What follows belongs to an exercise in optimizing a design on an open flow for small area, a short achievable clock period and few clock cycles per item; a production flow would make more cautious choices.
In this exercise RTL edits were held to simulation tests only and were not proved equivalent to the original.
Power is estimated from default activity; no workload was simulated.

==> flow/design.v <==
`default_nettype none
module soc_axi_regfile #(
  parameter int TAGW      = 16,
  parameter int MEM_BYTES = 64,
  parameter int NUM_LOG   = 2,
  parameter int ADDRW     = 13
) (
  input  logic                   aclk,
  input  logic                   rst,
  input  logic                   arvalid,
  output logic                   arready,
  input  logic [31:0]            araddr,
  input  logic [TAGW-1:0]        arid,
  input  logic [7:0]             arlen,
  input  logic [1:0]             arburst,
  input  logic [2:0]             arsize,
  output logic                   rvalid,
  input  logic                   rready,
  output logic [31:0]            rdata,
  output logic [1:0]             rresp,
  output logic [TAGW-1:0]        rid,
  output logic                   rlast,
  input  logic                   awvalid,
  output logic                   awready,
  input  logic [31:0]            awaddr,
  input  logic [TAGW-1:0]        awid,
  input  logic [7:0]             awlen,
  input  logic [1:0]             awburst,
  input  logic [2:0]             awsize,
  input  logic                   wvalid,
  output logic                   wready,
  input  logic [31:0]            wdata,
  input  logic [3:0]             wstrb,
  input  logic                   wlast,
  output logic                   bvalid,
  input  logic                   bready,
  output logic [1:0]             bresp,
  output logic [TAGW-1:0]        bid,
  input  logic [31:0]            gpio_in,
  output logic [31:0]            gpio_out,
  output logic [31:0]            pauser,
  output logic [255:0]           cptra_obf_key,
  input  logic [8*NUM_LOG-1:0]   log_char,
  input  logic [NUM_LOG-1:0]     log_empty,
  input  logic [NUM_LOG-1:0]     log_full,
  output logic [NUM_LOG-1:0]     log_rd
);
  localparam int          MW            = $clog2(MEM_BYTES);
  localparam int          WAW           = ADDRW - 2;
  localparam logic [1:0]  C_RESP_OKAY   = 2'b00;
  localparam logic [1:0]  C_RESP_SLVERR = 2'b10;
  localparam logic [1:0]  C_BURST_FIXED = 2'b00;
  localparam logic [1:0]  C_BURST_WRAP  = 2'b10;
  localparam logic [31:0] C_LOG_BASE    = 32'h0000_1000;
  localparam logic [31:0] C_LOG_END     = C_LOG_BASE + 32'(8 * NUM_LOG);
  typedef enum logic [1:0] {R_IDLE = 2'd0, R_FETCH = 2'd1, R_BEAT = 2'd2} rstate_e;
  typedef enum logic [1:0] {W_IDLE = 2'd0, W_DATA = 2'd1, W_RESP = 2'd2} wstate_e;
  logic [7:0]         mem_q [MEM_BYTES];
  logic [7:0]         mem_d [MEM_BYTES];
  rstate_e            rstate_q, rstate_d;
  logic [TAGW-1:0]    rid_q, rid_d;
  logic [WAW-1:0]     raddr_q, raddr_d;    
  logic [7:0]         rlen_q, rlen_d;
  logic [7:0]         rcnt_q, rcnt_d;
  logic               rfixed_q, rfixed_d;
  logic               rbad_q, rbad_d;
  logic [31:0]        rdata_q, rdata_d;
  logic [1:0]         rresp_q, rresp_d;
  logic               rlast_q, rlast_d;
  logic [NUM_LOG-1:0] rpop_q, rpop_d;      
  logic [NUM_LOG-1:0] log_rd_q, log_rd_d;
  wstate_e            wstate_q, wstate_d;
  logic [TAGW-1:0]    bid_q, bid_d;
  logic [WAW-1:0]     waddr_q, waddr_d;
  logic [7:0]         wlen_q, wlen_d;
  logic [7:0]         wcnt_q, wcnt_d;
  logic               wfixed_q, wfixed_d;
  logic               wbad_q, wbad_d;
  logic               werr_q, werr_d;
  logic [1:0]         bresp_q, bresp_d;
  logic [31:0]        w_ra;
  logic [31:0]        w_wa;
  logic [31:0]        w_rd_data;
  logic [1:0]         w_rd_resp;
  logic [NUM_LOG-1:0] w_rd_pop;
  logic               w_wr_err;
  logic               w_unused;
  assign w_unused = ^{araddr[31:ADDRW], araddr[1:0], awaddr[31:ADDRW], awaddr[1:0], wlast};
  assign w_ra     = 32'({raddr_q, 2'b00});
  assign w_wa     = 32'({waddr_q, 2'b00});
  assign w_wr_err = wbad_q | (w_wa >= 32'(MEM_BYTES));
  always_comb begin
    w_rd_data = 32'h0;
    w_rd_resp = C_RESP_SLVERR;
    w_rd_pop  = '0;
    if (!rbad_q) begin
      if (w_ra < 32'(MEM_BYTES)) begin
        w_rd_resp = C_RESP_OKAY;
        if (w_ra == 32'h8) begin
          w_rd_data = gpio_in;
        end else begin
          for (int b = 0; b < 4; b++) begin
            w_rd_data[8*b +: 8] = mem_q[{raddr_q[MW-3:0], 2'(b)}];
          end
        end
      end else if (w_ra >= C_LOG_BASE && w_ra < C_LOG_END) begin
        w_rd_resp = C_RESP_OKAY;
        for (int n = 0; n < NUM_LOG; n++) begin
          if (w_ra[5:3] == 3'(n)) begin
            if (w_ra[2]) begin
              w_rd_data = {30'h0, log_full[n], log_empty[n]};
            end else begin
              w_rd_data   = {23'h0, ~log_empty[n], log_char[8*n +: 8]};
              w_rd_pop[n] = ~log_empty[n];
            end
          end
        end
      end
    end
  end
  always_comb begin
    rstate_d = rstate_q;
    rid_d    = rid_q;
    raddr_d  = raddr_q;
    rlen_d   = rlen_q;
    rcnt_d   = rcnt_q;
    rfixed_d = rfixed_q;
    rbad_d   = rbad_q;
    rdata_d  = rdata_q;
    rresp_d  = rresp_q;
    rlast_d  = rlast_q;
    rpop_d   = rpop_q;
    log_rd_d = '0;
    arready  = 1'b0;
    rvalid   = 1'b0;
    case (rstate_q)
      R_IDLE: begin
        arready = 1'b1;
        if (arvalid) begin
          rid_d    = arid;
          raddr_d  = araddr[ADDRW-1:2];
          rlen_d   = arlen;
          rcnt_d   = 8'h0;
          rfixed_d = (arburst == C_BURST_FIXED);
          rbad_d   = (arsize != 3'd2) || (arburst == C_BURST_WRAP);
          rstate_d = R_FETCH;
        end
      end
      R_FETCH: begin
        if (log_rd_q == '0) begin
          rdata_d  = w_rd_data;
          rresp_d  = w_rd_resp;
          rpop_d   = w_rd_pop;
          rlast_d  = (rcnt_q == rlen_q);
          rstate_d = R_BEAT;
        end
      end
      R_BEAT: begin
        rvalid = 1'b1;
        if (rready) begin
          log_rd_d = rpop_q;
          if (rlast_q) begin
            rlast_d  = 1'b0;
            rstate_d = R_IDLE;
          end else begin
            rcnt_d   = rcnt_q + 8'd1;
            if (!rfixed_q) raddr_d = raddr_q + WAW'(1);
            rstate_d = R_FETCH;
          end
        end
      end
      default: rstate_d = R_IDLE;
    endcase
  end
  always_comb begin
    wstate_d = wstate_q;
    bid_d    = bid_q;
    waddr_d  = waddr_q;
    wlen_d   = wlen_q;
    wcnt_d   = wcnt_q;
    wfixed_d = wfixed_q;
    wbad_d   = wbad_q;
    werr_d   = werr_q;
    bresp_d  = bresp_q;
    for (int i = 0; i < MEM_BYTES; i++) mem_d[i] = mem_q[i];
    awready  = 1'b0;
    wready   = 1'b0;
    bvalid   = 1'b0;
    case (wstate_q)
      W_IDLE: begin
        awready = 1'b1;
        if (awvalid) begin
          bid_d    = awid;
          waddr_d  = awaddr[ADDRW-1:2];
          wlen_d   = awlen;
          wcnt_d   = 8'h0;
          wfixed_d = (awburst == C_BURST_FIXED);
          wbad_d   = (awsize != 3'd2) || (awburst == C_BURST_WRAP);
          werr_d   = 1'b0;
          wstate_d = W_DATA;
        end
      end
      W_DATA: begin
        wready = 1'b1;
        if (wvalid) begin
          if (!w_wr_err) begin
            for (int b = 0; b < 4; b++) begin
              if (wstrb[b]) mem_d[{waddr_q[MW-3:0], 2'(b)}] = wdata[8*b +: 8];
            end
          end
          werr_d = werr_q | w_wr_err;
          if (wcnt_q == wlen_q) begin
            bresp_d  = (werr_q | w_wr_err) ? C_RESP_SLVERR : C_RESP_OKAY;
            wstate_d = W_RESP;
          end else begin
            wcnt_d = wcnt_q + 8'd1;
            if (!wfixed_q) waddr_d = waddr_q + WAW'(1);
          end
        end
      end
      W_RESP: begin
        bvalid = 1'b1;
        if (bready) wstate_d = W_IDLE;
      end
      default: wstate_d = W_IDLE;
    endcase
  end
  always_ff @(posedge aclk) begin
    if (rst) begin
      rstate_q <= R_IDLE;
      rid_q    <= '0;
      raddr_q  <= '0;
      rlen_q   <= 8'h0;
      rcnt_q   <= 8'h0;
      rfixed_q <= 1'b0;
      rbad_q   <= 1'b0;
      rdata_q  <= 32'h0;
      rresp_q  <= 2'b00;
      rlast_q  <= 1'b0;
      rpop_q   <= '0;
      log_rd_q <= '0;
      wstate_q <= W_IDLE;
      bid_q    <= '0;
      waddr_q  <= '0;
      wlen_q   <= 8'h0;
      wcnt_q   <= 8'h0;
      wfixed_q <= 1'b0;
      wbad_q   <= 1'b0;
      werr_q   <= 1'b0;
      bresp_q  <= 2'b00;
      for (int i = 0; i < MEM_BYTES; i++) mem_q[i] <= 8'h00;
    end else begin
      rstate_q <= rstate_d;
      rid_q    <= rid_d;
      raddr_q  <= raddr_d;
      rlen_q   <= rlen_d;
      rcnt_q   <= rcnt_d;
      rfixed_q <= rfixed_d;
      rbad_q   <= rbad_d;
      rdata_q  <= rdata_d;
      rresp_q  <= rresp_d;
      rlast_q  <= rlast_d;
      rpop_q   <= rpop_d;
      log_rd_q <= log_rd_d;
      wstate_q <= wstate_d;
      bid_q    <= bid_d;
      waddr_q  <= waddr_d;
      wlen_q   <= wlen_d;
      wcnt_q   <= wcnt_d;
      wfixed_q <= wfixed_d;
      wbad_q   <= wbad_d;
      werr_q   <= werr_d;
      bresp_q  <= bresp_d;
      for (int i = 0; i < MEM_BYTES; i++) mem_q[i] <= mem_d[i];
    end
  end
  assign rdata    = rdata_q;
  assign rresp    = rresp_q;
  assign rid      = rid_q;
  assign rlast    = rlast_q;
  assign bresp    = bresp_q;
  assign bid      = bid_q;
  assign log_rd   = log_rd_q;
  assign gpio_out = {mem_q[3], mem_q[2], mem_q[1], mem_q[0]};
  assign pauser   = {mem_q[15], mem_q[14], mem_q[13], mem_q[12]};
  for (genvar gi = 0; gi < 32; gi++) begin : g_key
    assign cptra_obf_key[8*gi +: 8] = mem_q[32+gi];
  end
endmodule
`default_nettype wire
==> flow/run.sh <==
#!/bin/bash
# synth_recipe.tcl (not shown) runs the flow's synth.tcl, then flattens the netlist and writes it again
# the make line also repeats each setting of config.mk as NAME=value (left out here)
make -C /OpenROAD-flow-scripts/flow DESIGN_CONFIG=/design/flow/config.mk WORK_HOME=/design/flow/orfs CLKGATE_MAP_FILE= SYNTH_SCRIPT=/design/flow/synth_recipe.tcl finish
==> flow/config.mk <==
export PLATFORM = sky130hd
export DESIGN_NAME = soc_axi_regfile
export DESIGN_NICKNAME = soc_axi_regfile
export VERILOG_FILES = /design/flow/design.v
export SDC_FILE = /design/flow/constraint.sdc
export NUM_CORES = 4
export LEC_CHECK = 0
export CAP_MARGIN = 20
export CORE_MARGIN = 2
export CORE_UTILIZATION = 40
export PLACE_DENSITY = 0.6
export SLEW_MARGIN = 20
==> flow/constraint.sdc <==
create_clock -name core_clock -period 4.0 [get_ports {aclk}]
set_input_delay 0.8000 -clock core_clock [delete_from_list [all_inputs] [get_ports {aclk}]]
set_output_delay 0.8000 -clock core_clock [all_outputs]
set_load 0.01 [all_outputs]
==> summary.md <==
| Metric | Value |
|---|---|
| FMAX | 275 MHz |
| Core box area | 71200 um2 |
| Vias per cell | 6.00 |
| Synth area leaders | dfxtp_1 (45%), mux2i_1 (8.8%), nand2_1 (6.1%) |
| Die X | 272 um |
| Final setup fails | 0 |
| Lkg Pwr | 13.5 nW |
| Syn Inst Count | 3349 |
| Hold_buf cts | 0 |
| Tmin final | 3640 ps |
| CTS root buf | clkbuf_16 |
| Nets | 4050 |
| First-pass GRT wire length | 188 mm |
| CTS tree | built |
| Vias in the first global route | 26.4k |
| Post-Layout Cell Count | 4825 |
| Post-synthesis compound-gate area fraction | 24.0% |
| Main synth FF type | dfxtp_1 |
| Status | timing/DRC/antenna clean |
| Overall power | 15.7 mW |
| Setup crit end kind | flop |
| Post-Synth Adder-Cell Area | 0.436% |
| Worst skew pair latency | 620 ps |
| # clock sinks | 639 |
| Post-synthesis mux area share | 9.89% |
| Final Skew | 17.8 ps |
| Power Density | 413 nW/um2 |
| Largest net degree at the start of global routing | 154 |
| Least-Margin Pin Slew | 1210 ps |
| Final Wtd Congestion | 0.909 |
| Initial Utilization | 40.3% |
| Hold Fails Final Rpt | 0 |
| Initial antenna violation count | 6 |
| Drt wl/cell | 27.2 um |
| Die footprint | 73900 um2 |
| Num rows | 98 |
| Ports | 614 |
| Drt initial violations | 3952 |
| P&R area growth vs syn | 32.3% |
| Max-Cap Viols | 0 |
| CTS-repair resized insts | 0 |
| Synth top cells by count | dfxtp_1 (639), nand2_1 (466), nor2_1 (318) |
| Arrival time worst endpoint | 4090 ps |
| Postcts setup bufs | 0 |
| Post-Synth XOR/XNOR Area | 0.671% |
| DR vias | 29.0k |
| Synth Register Bits | 639 |
| Max clock buf depth | 3 |
| Final setup TNS | 0 ps |
| Most common cell in the netlist | dfxtp_1 |
| Total iterations of the first detailed-routing run | 6 |
| Critical path required time | 4450 ps |
| Port bufs | 568 |
| DRC violations left | 0 |
| Proportion of layout cells with a drive suffix above 1 | 9.77% |
| Synth async-reset ratio | 0% |
| CTS clk-pin slew, worst paths | 60 ps |
| Startpoint Class | flop |
| Area leader, netlist | dfxtp_1 |
| Post-synth EDFFs | 0 |
| Synthesis Warnings | 3 |
| WL final | 131 mm |
| Main combinational cell family by area after synthesis | compound AO/OA/AOI/OAI gates |
| Setup repair after global routing missed its margin | false |
| Cts bufs inserted | 72 |
| VDD IR max | 0.000296 V |
| GRT Total Usage | 34.1% |
| Fillers | 6692 |
| Rel. slew slack | 19.1% |
| Cell count after placement | 4698 |
| H-tree depth | 3 |
| Seq/Total Area, Yosys | 44.6% |
| DIE HEIGHT | 272 um |
| Type of the worst min-delay path | reg2reg |
| Maximum fanout along the worst path | 31 |
| CP Class | reg2reg |
| Share of the synthesized area in the top cell type | 44.6% |
| Final period util | 90.9% |
| Max Slew Vio Count | 0 |
| ANT nets after route | 0 |
| Avg Inst Size Synth | 8.57 um2 |
| Syn Std Cell Area | 28700 um2 |
| Count of cell types in the netlist | 85 |
| Final HPWL DP | 95.4 mm |
| Post-synthesis simple-gate area fraction | 16.0% |
| Grt total ovfl | 0 |
-- area by class of cell --
class	instances	area [um2]	area share, %
Tap cell	950	1190	3.13
Clock inverter	21	230	0.606
Antenna cell	5	12.5	0.0330
Inverter	17	68.8	0.181
Timing Repair Buffer	705	6840	18.0
Clock buffer	101	2090	5.52
Multi-Input combinational cell	2387	14700	38.8
Sequential cell	639	12800	33.7
-- worst max-delay path: stages (launching register included) --
cell and delay (ps):
dfxtp_1 670, inv_1 270, ha_4 380, buf_4 250, a222oi_1 770, o211ai_1 170, a211oi_1 800, o22ai_1 140
-- kinds of logic after synthesis --
logic type,Yosys count
other,1
buffers and inverters,324
AOI/OAI and AO/OA,1029
muxes,270
DFF,639
and+or+nand+nor,1054
xor gates and xnor gates,22
adders and majority gates,10
-- state kept, by name, indices dropped and copies added, names as in the netlist, 8 cells and up --
register and flops:
mem_q 505, rdata_q 32, bid_q 16, rid_q 16, raddr_q 11, waddr_q 11
rcnt_q 8, rlen_q 8, wcnt_q 8, wlen_q 8
-- where the power goes --
part	switching [mW]	internal [mW]
Combinational	1.59	0.773
Sequential	0.138	6.48
Clock	2.81	3.91
Total	4.53	11.2
-- worst paths after layout --
check	from	endpoint	slack [ps]	cells after the start
max reg2reg	raddr_q[1]	rdata_q[6]	360	7
min reg2reg	bid_q[15]	bid_q[15]	450	2
max	raddr_q[1]	rdata_q[6]	360	7
min	bid_q[15]	bid_q[15]	450	2
-- layer usage --
metal | GRT usage [%] | share of wire (%)
met1 | 48.5 | 43
met2 | 47.4 | 41
met3 | 12.3 | 13
met4 | 11.2 | 3.2
met5 | 0 | 0.020
-- through the flow --
step | setup WS (ps) | cell area, um2 | utilization (%) | hold slack (ps)
after floorplan | 1350 | 28700 | - | 432
after global placement | 563 | 35600 | 50.0 | 439
after detailed placement | 526 | 35600 | 50.0 | 446
after CTS | 639 | 38000 | 53.3 | 454
after global routing | 279 | 38000 | 53.3 | 467
final | 363 | 38000 | 53.3 | 454
-- cells in the final DEF (no fill, tap or decap), drive strengths merged, types with 41 or more instances in the layout --
cell type and count:
clkdlybuf4s50 567, a221oi 41, clkbuf 101, a21oi 282
buf 138, a22oi 82, dfxtp 639, nor2 318
mux2i 251, nand2 466, nand3 111, a31o 77
o21ai 286
Testbench counts, summed over its fixed seeds: cycles 19,840, items 2,560.

==> what the ideal ports hide <==
No port has a modelled driver above. Below, the same layout with a new extraction and two added sets of constraints.
Step 1 (the two cells are an assumption about what drives the block):
set clk [get_ports {aclk}]
set_driving_cell -lib_cell sky130_fd_sc_hd__clkbuf_16 $clk
set_driving_cell -lib_cell sky130_fd_sc_hd__buf_2 [delete_from_list [all_inputs] $clk]
Step 2, shift: input delay + t, output delay - t, t = (earliest + latest rising clock arrival at the registers) / 2. This alone moves slack from input paths to output paths.
Slacks: ideal ports / drivers / drivers and shift; pairs: ideal ports / drivers.
t, ns: 0.677
setup slack, ns: 0.363 / 0.363 / 0.363
worst setup path after step 2: register to register
worst data-port slew with drivers (ns): 0.10
After both steps setup and hold are still met in this run. For this run, drivers alone change the setup slack by 0.000 ns; drivers and shift together by 0.000 ns.
